This is an optimization exercise on Yosys and OpenROAD, whose aim is small area, not a production implementation.
Only simulation tests tie the RTL to the original design; equivalence was not proved.
Power figures rest on the tool's default switching activity, not on a simulated workload.

==> flow/design.v <==
`timescale 1ns/100ps
module niuCpu (
    input  logic        clk,
    input  logic        reset,
    output logic [31:0] fetchAddr,
    output logic        fetchStrobe,
    input  logic [31:0] fetchData,
    output logic [31:0] dataAddr,
    output logic [31:0] dataWdata,
    output logic        dataWrite,
    input  logic [31:0] dataRdata,
    output logic        halted
);
    logic [4:0] cnt;
    logic       pass;    
    logic       fin;     
    logic       clr;
    logic       halt;
    wire c0  = (cnt == 5'd0);
    wire c31 = (cnt == 5'd31);
    wire run = ~clr & ~halt;
    wire p0  = ~fin & ~pass;
    wire p1  = ~fin & pass;
    wire [31:0] ir = fetchData;
    wire  [4:0]  op  = ir[31:27];
    wire  [4:0]  rx  = ir[26:22];
    wire  [4:0]  ry  = ir[21:17];
    wire  [4:0]  rz  = ir[16:12];
    wire isR   = (op == 5'd0);
    wire isI   = (op == 5'd1) | (op == 5'd2) | (op == 5'd5) | (op == 5'd6) | (op == 5'd7) |
                 (op[4:2] == 3'b010);
    wire isALU = isR | isI;
    wire isLW  = (op == 5'd16);
    wire isSW  = (op == 5'd19);
    wire isBR  = (op[4:2] == 3'b110);
    wire isJAL = (op == 5'd31);
    wire undef = ~(isALU | isLW | isSW | isBR | isJAL);
    wire [4:0] fn = isR ? ir[4:0] : op;
    wire fSub  = isALU & (fn == 5'd0);
    wire fAdd  = isALU & (fn == 5'd1);
    wire fMul  = isALU & (fn == 5'd2);
    wire fNot  = isALU & (fn == 5'd4);
    wire fAnd  = isALU & (fn == 5'd5);
    wire fOr   = isALU & (fn == 5'd6);
    wire fXor  = isALU & (fn == 5'd7);
    wire fShl  = isALU & (fn[4:1] == 4'b0100);
    wire fShr  = isALU & (fn[4:1] == 4'b0101);
    wire fSh   = fShl | fShr;
    wire arith = fn[0];
    wire fCmp  = isALU & (fn[4:2] == 3'b100);
    wire fLong = fMul | fSh | fCmp;      
    wire [4:0] wsel = isR ? rz : ry;
    wire two  = fLong | isLW | isBR;
    wire lastWork = two ? p1 : p0;
    assign fetchStrobe = run & p0 & c0;
    always_ff @(posedge clk or posedge reset) begin
        if (reset) begin
            cnt  <= 5'd0;
            pass <= 1'b0;
            fin  <= 1'b0;
            clr  <= 1'b1;
            halt <= 1'b0;
        end else begin
            cnt <= cnt + 5'd1;
            if (c31) begin
                if (clr) begin
                    clr <= 1'b0;
                end else if (run) begin
                    if (fin) begin
                        fin  <= 1'b0;
                        pass <= 1'b0;
                    end else if (lastWork) begin
                        fin <= 1'b1;
                    end else begin
                        pass <= 1'b1;
                    end
                end
            end
            if (fetchStrobe & undef) halt <= 1'b1;
        end
    end
    assign halted = halt;
    logic [2:0] mode;
    wire taken;
    wire t0;
    always_ff @(posedge clk) begin
        if (~fin) begin
            mode <= fShr  ? {1'b1, t0, arith} :
                    isJAL ? {2'b01, (rx != ry)} :
                            {2'b00, isBR & taken};
        end
    end
    wire mSHR = mode[2];
    wire mT0 = mode[2] & mode[1];
    wire mArith = mode[2] & mode[0];
    wire mLink = ~mode[2] & mode[1];
    wire mJump = ~mode[2] & mode[1] & mode[0];
    wire mBrT = ~mode[2] & ~mode[1] & mode[0];
    logic [31:0] rf [32];
    logic [31:0] head;
    logic        wen;
    logic        wbit;
    logic [4:0]  sr;
    wire  [4:0]  wdst = fin ? sr : wsel;
    genvar r;
    generate
        for (r = 0; r < 32; r++) begin : g_rf
            wire we = clr | (wen & (wdst == r));
            always_ff @(posedge clk) begin
                rf[r] <= {we ? (wbit & ~clr) : rf[r][0], rf[r][31:1]};
            end
            assign head[r] = rf[r][0];
        end
    endgenerate
    wire xbit = head[rx];
    wire ybit = head[ry];
    wire immb = ir[(cnt > 5'd16) ? 5'd16 : cnt];
    wire bbit = (isR | isBR) ? ybit : immb;
    logic cy, ne, lt;
    wire  sub = fSub | fCmp | isBR;
    wire  bb  = bbit ^ sub;
    wire  cin = c0 ? sub : cy;
    wire  sum = xbit ^ bb ^ cin;
    wire  cout = (xbit & bb) | (xbit & cin) | (bb & cin);
    always_ff @(posedge clk) begin
        cy <= cout;
        if (p0) begin
            ne <= (c0 ? 1'b0 : ne) | (xbit ^ bbit);
            if (c31) lt <= (xbit ^ bbit) ? xbit : sum;
        end
    end
    wire [1:0] cc = isBR ? op[1:0] : ir[1:0];
    logic flag;
    always_comb begin
        case (cc)
            2'd0: flag = ~ne;
            2'd1: flag = ne;
            2'd2: flag = lt;
            default: flag = lt | ~ne;
        endcase
    end
    logic simple;
    always_comb begin
        simple = 1'b0;
        if (fAdd | fSub) simple = sum;
        else if (fNot) simple = ~xbit;
        else if (fAnd) simple = xbit & bbit;
        else if (fOr)  simple = xbit | bbit;
        else if (fXor) simple = xbit ^ bbit;
    end
    logic       neg1, ovf, seen;
    wire  tbit = bbit ^ (fShr & ~c0 & neg1);
    always_ff @(posedge clk) begin
        if (p0 & (cnt < 5'd5)) sr <= {tbit, sr[4:1]};
        else if (lastWork & c31) sr <= wsel;
        if (p0) begin
            neg1 <= (c0 ? 1'b0 : neg1) | bbit;
            ovf  <= (c0 ? 1'b0 : ovf) | (bbit & (cnt >= 5'd5));
        end
    end
    assign t0 = (sr == 5'd0);
    wire hit = run & ~ovf & ((p1 & fSh & ~(fShr & t0) & (cnt == sr)) | (fin & mT0 & c0));
    always_ff @(posedge clk) seen <= ~p0 & (seen | hit);
    logic [31:0] A;
    wire aEn = run & ((p0 & (fMul | fSh | isLW | isSW | isJAL | isBR)) |
                      (fin & (mJump | (mBrT & (cnt >= 5'd2)))));
    wire aIn = (isLW | isSW) ? sum : (isBR ? immb : xbit);
    always_ff @(posedge clk) begin
        if (aEn) A <= {aIn, A[31:1]};
    end
    assign dataAddr = A;
    logic [14:0] pLo;
    logic [31:16] pUp;
    logic        k, bjd, x0;
    wire bj  = run & ((p1 & fMul & bbit) | hit);
    wire sIn = run & ((p0 & isSW) ? ybit :
                      ((p1 & fShr & arith) | (fin & mArith)) & A[31] & (seen | ovf));
    wire [31:0] pp = {A[31:16] & {16{bjd}}, A[15:0] & {16{bj}}};
    logic [32:16] cu;
    logic [31:16] su;
    assign cu[16] = k;
    genvar m;
    generate
        for (m = 16; m < 32; m++) begin : g_up
            assign su[m] = pUp[m] ^ pp[m] ^ cu[m];
            assign cu[m+1] = (pUp[m] & pp[m]) | (pUp[m] & cu[m]) | (pp[m] & cu[m]);
        end
    endgenerate
    wire [15:0] pin = {su[16], pLo};
    logic [16:0] cl;
    logic [15:0] sl;
    assign cl[0] = 1'b0;
    generate
        for (m = 0; m < 16; m++) begin : g_lo
            assign sl[m] = pin[m] ^ pp[m] ^ cl[m];
            assign cl[m+1] = (pin[m] & pp[m]) | (pin[m] & cl[m]) | (pp[m] & cl[m]);
        end
    endgenerate
    always_ff @(posedge clk) begin
        pLo <= sl[15:1];
        pUp <= {cu[32] | sIn, su[31:17]};
        k   <= cl[16];
        bjd <= bj;
        x0  <= sl[0];
    end
    wire prod = sl[0];
    assign dataWdata = {pUp, pLo, x0};
    assign dataWrite = run & fin & c0 & isSW;
    logic [31:0] pc;
    logic        pcc;
    assign taken = flag;
    wire pcAdd = mBrT & A[0] & (cnt >= 5'd2);
    wire pcCin = c0 ? 1'b0 : ((cnt == 5'd2) | pcc);
    wire pcSum = pc[0] ^ pcAdd ^ pcCin;
    wire pcIn  = clr ? 1'b0 : (mJump ? A[0] : pcSum);
    always_ff @(posedge clk) begin
        if (clr | (run & fin)) pc <= {pcIn, pc[31:1]};
        pcc <= pc[0] & (pcAdd | pcCin) | (pcAdd & pcCin);
    end
    assign fetchAddr = pc;
    always_comb begin
        wen  = 1'b0;
        wbit = 1'b0;
        if (run) begin
            if (fin) begin
                if (mSHR) begin
                    wen = 1'b1; wbit = prod;
                end else if (mLink) begin
                    wen = 1'b1; wbit = pcSum;
                end
            end else if (p0 & isALU & ~fLong) begin
                wen = 1'b1; wbit = simple;
            end else if (p1 & fCmp) begin
                wen = 1'b1; wbit = c0 & flag;
            end else if (p1 & (fMul | fShl)) begin
                wen = 1'b1; wbit = prod;
            end else if (p1 & isLW) begin
                wen = 1'b1; wbit = dataRdata[cnt];
            end
        end
    end
endmodule
clock: 14.0 ns
lec_check: 0
cap_margin: 20
core_margin: 2
core_utilization: 70
slew_margin: 20
standard.sh (not shown) runs the stock make flow with config.mk's settings and CLKGATE_MAP_FILE= SYNTH_SCRIPT=/design/flow/synth_recipe.tcl, a recipe that flattens the netlist after the stock synthesis.
==> flow/flow/run.sh <==
#!/bin/bash
# The standard layout (standard.sh) with three changes:
#  - synthesis maps the logic with an area-oriented ABC script
#    (flow/abc_area.script) in place of ORFS's delay-oriented one; everything
#    else in the synthesis, registers included, is the standard synthesis;
#  - the port buffers are the smallest buffer cell;
#  - the clock tree uses clusters of up to 30 flip-flops (60 um across) on clkbuf_16
#    buffers, without dummy loads.
# The flow's whole output goes to standard_flow.log; ORFS keeps each tool's
# log under orfs/logs/.
set -euo pipefail
W=$PWD
sed "s#^  log_cmd abc {\*}\$abc_args#  log_cmd abc -script $W/flow/abc_area.script {*}[lrange \$abc_args 2 end]#" \
    "$FLOW_HOME/scripts/synth.tcl" > "$W/synth_area.tcl"
grep -q "abc_area.script" "$W/synth_area.tcl"
sed "s#^source \$::env(SCRIPTS_DIR)/synth.tcl#source $W/synth_area.tcl#" \
    "$W/synth_recipe.tcl" > "$W/synth_recipe_area.tcl"
grep -q "synth_area.tcl" "$W/synth_recipe_area.tcl"
sed "s#SYNTH_SCRIPT=[^ ]*#SYNTH_SCRIPT=$W/synth_recipe_area.tcl#" "$W/standard.sh" > "$W/standard_area.sh"
grep -q "synth_recipe_area.tcl" "$W/standard_area.sh"
export BUFFER_PORTS_ARGS="-buffer_cell sky130_fd_sc_hd__buf_1"
export CTS_ARGS="-sink_clustering_enable -repair_clock_nets -dont_use_dummy_load -buf_list sky130_fd_sc_hd__clkbuf_16 -sink_clustering_size 30 -sink_clustering_max_diameter 60"
bash "$W/standard_area.sh" > standard_flow.log 2>&1
==> flow/flow/abc_area.script <==
strash
dc2
dch -f
amap
topo
Next try:
--- a/flow/design.v
+++ b/flow/design.v
@@ -80,29 +80,28 @@
         end
     end
     assign halted = halt;
     logic [2:0] mode;
+    logic [4:0] mRd;
     wire taken;
-    wire t0;
     always_ff @(posedge clk) begin
         if (~fin) begin
-            mode <= fShr  ? {1'b1, t0, arith} :
+            mode <= fShr  ? {2'b10, arith} :
                     isJAL ? {2'b01, (rx != ry)} :
                             {2'b00, isBR & taken};
+            mRd  <= wsel;
         end
     end
     wire mSHR = mode[2];
-    wire mT0 = mode[2] & mode[1];
     wire mArith = mode[2] & mode[0];
     wire mLink = ~mode[2] & mode[1];
     wire mJump = ~mode[2] & mode[1] & mode[0];
     wire mBrT = ~mode[2] & ~mode[1] & mode[0];
     logic [31:0] rf [32];
     logic [31:0] head;
     logic        wen;
     logic        wbit;
-    logic [4:0]  sr;
-    wire  [4:0]  wdst = fin ? sr : wsel;
+    wire  [4:0]  wdst = fin ? mRd : wsel;
     genvar r;
     generate
         for (r = 0; r < 32; r++) begin : g_rf
             wire we = clr | (wen & (wdst == r));
@@ -147,20 +146,21 @@
         else if (fAnd) simple = xbit & bbit;
         else if (fOr)  simple = xbit | bbit;
         else if (fXor) simple = xbit ^ bbit;
     end
+    logic [4:0] t;
     logic       neg1, ovf, seen;
     wire  tbit = bbit ^ (fShr & ~c0 & neg1);
     always_ff @(posedge clk) begin
-        if (p0 & (cnt < 5'd5)) sr <= {tbit, sr[4:1]};
-        else if (lastWork & c31) sr <= wsel;
         if (p0) begin
+            if (cnt < 5'd5) t <= {tbit, t[4:1]};
             neg1 <= (c0 ? 1'b0 : neg1) | bbit;
             ovf  <= (c0 ? 1'b0 : ovf) | (bbit & (cnt >= 5'd5));
         end
     end
-    assign t0 = (sr == 5'd0);
-    wire hit = run & ~ovf & ((p1 & fSh & ~(fShr & t0) & (cnt == sr)) | (fin & mT0 & c0));
+    wire t0  = (t == 5'd0);
+    wire hit = run & ~ovf & (cnt == t) &
+               ((p1 & fSh & ~(fShr & t0)) | (fin & mSHR & t0));
     always_ff @(posedge clk) seen <= ~p0 & (seen | hit);
     logic [31:0] A;
     wire aEn = run & ((p0 & (fMul | fSh | isLW | isSW | isJAL | isBR)) |
                       (fin & (mJump | (mBrT & (cnt >= 5'd2)))));
Outcome: The changed run finished clean. Global-route usage is higher by 0.90 points. Wire length is higher by a few percent. Design area is higher slightly. Non-clock buffer count is lower by 2. Area after synthesis is higher slightly. Total power is lower by a few percent. Worst setup slack is better by 1500 ps. Worst hold slack barely changes. Critical path depth is unchanged. Fmax is higher by roughly a tenth. First-iteration DRC count is higher by roughly a tenth. Sequential power is lower by a few percent. Die area is higher slightly.

==> what the ideal ports hide <==
The flow's constraints put no driver on any port. The routed layouts listed below were extracted and timed again, unchanged, in two steps. Step 1: set_driving_cell puts a clkbuf_16 on clk and a buf_2 on each other input, an assumption about the parent block. Step 2, shift: input delay + t, output delay - t, t = (earliest + latest rising clock arrival at the registers) / 2. This alone moves slack from input paths to output paths. Slacks: ideal / step 1 / step 2; pairs: ideal / step 1.
run	shift t [ns]	slack for setup (ns)	worst setup path at the end	worst data-port slew with drivers (ns)
the first run	0.649	0.313 / 0.306 / -0.343	input to register	0.09
the second run	0.663	1.852 / 1.880 / 1.217	input to register	0.11
Met with ideal ports but missed after step 2: setup timing in the first run. The setup slack of the first run, which loses most, moves by -0.007 ns with the drivers and by -0.656 ns with both steps.
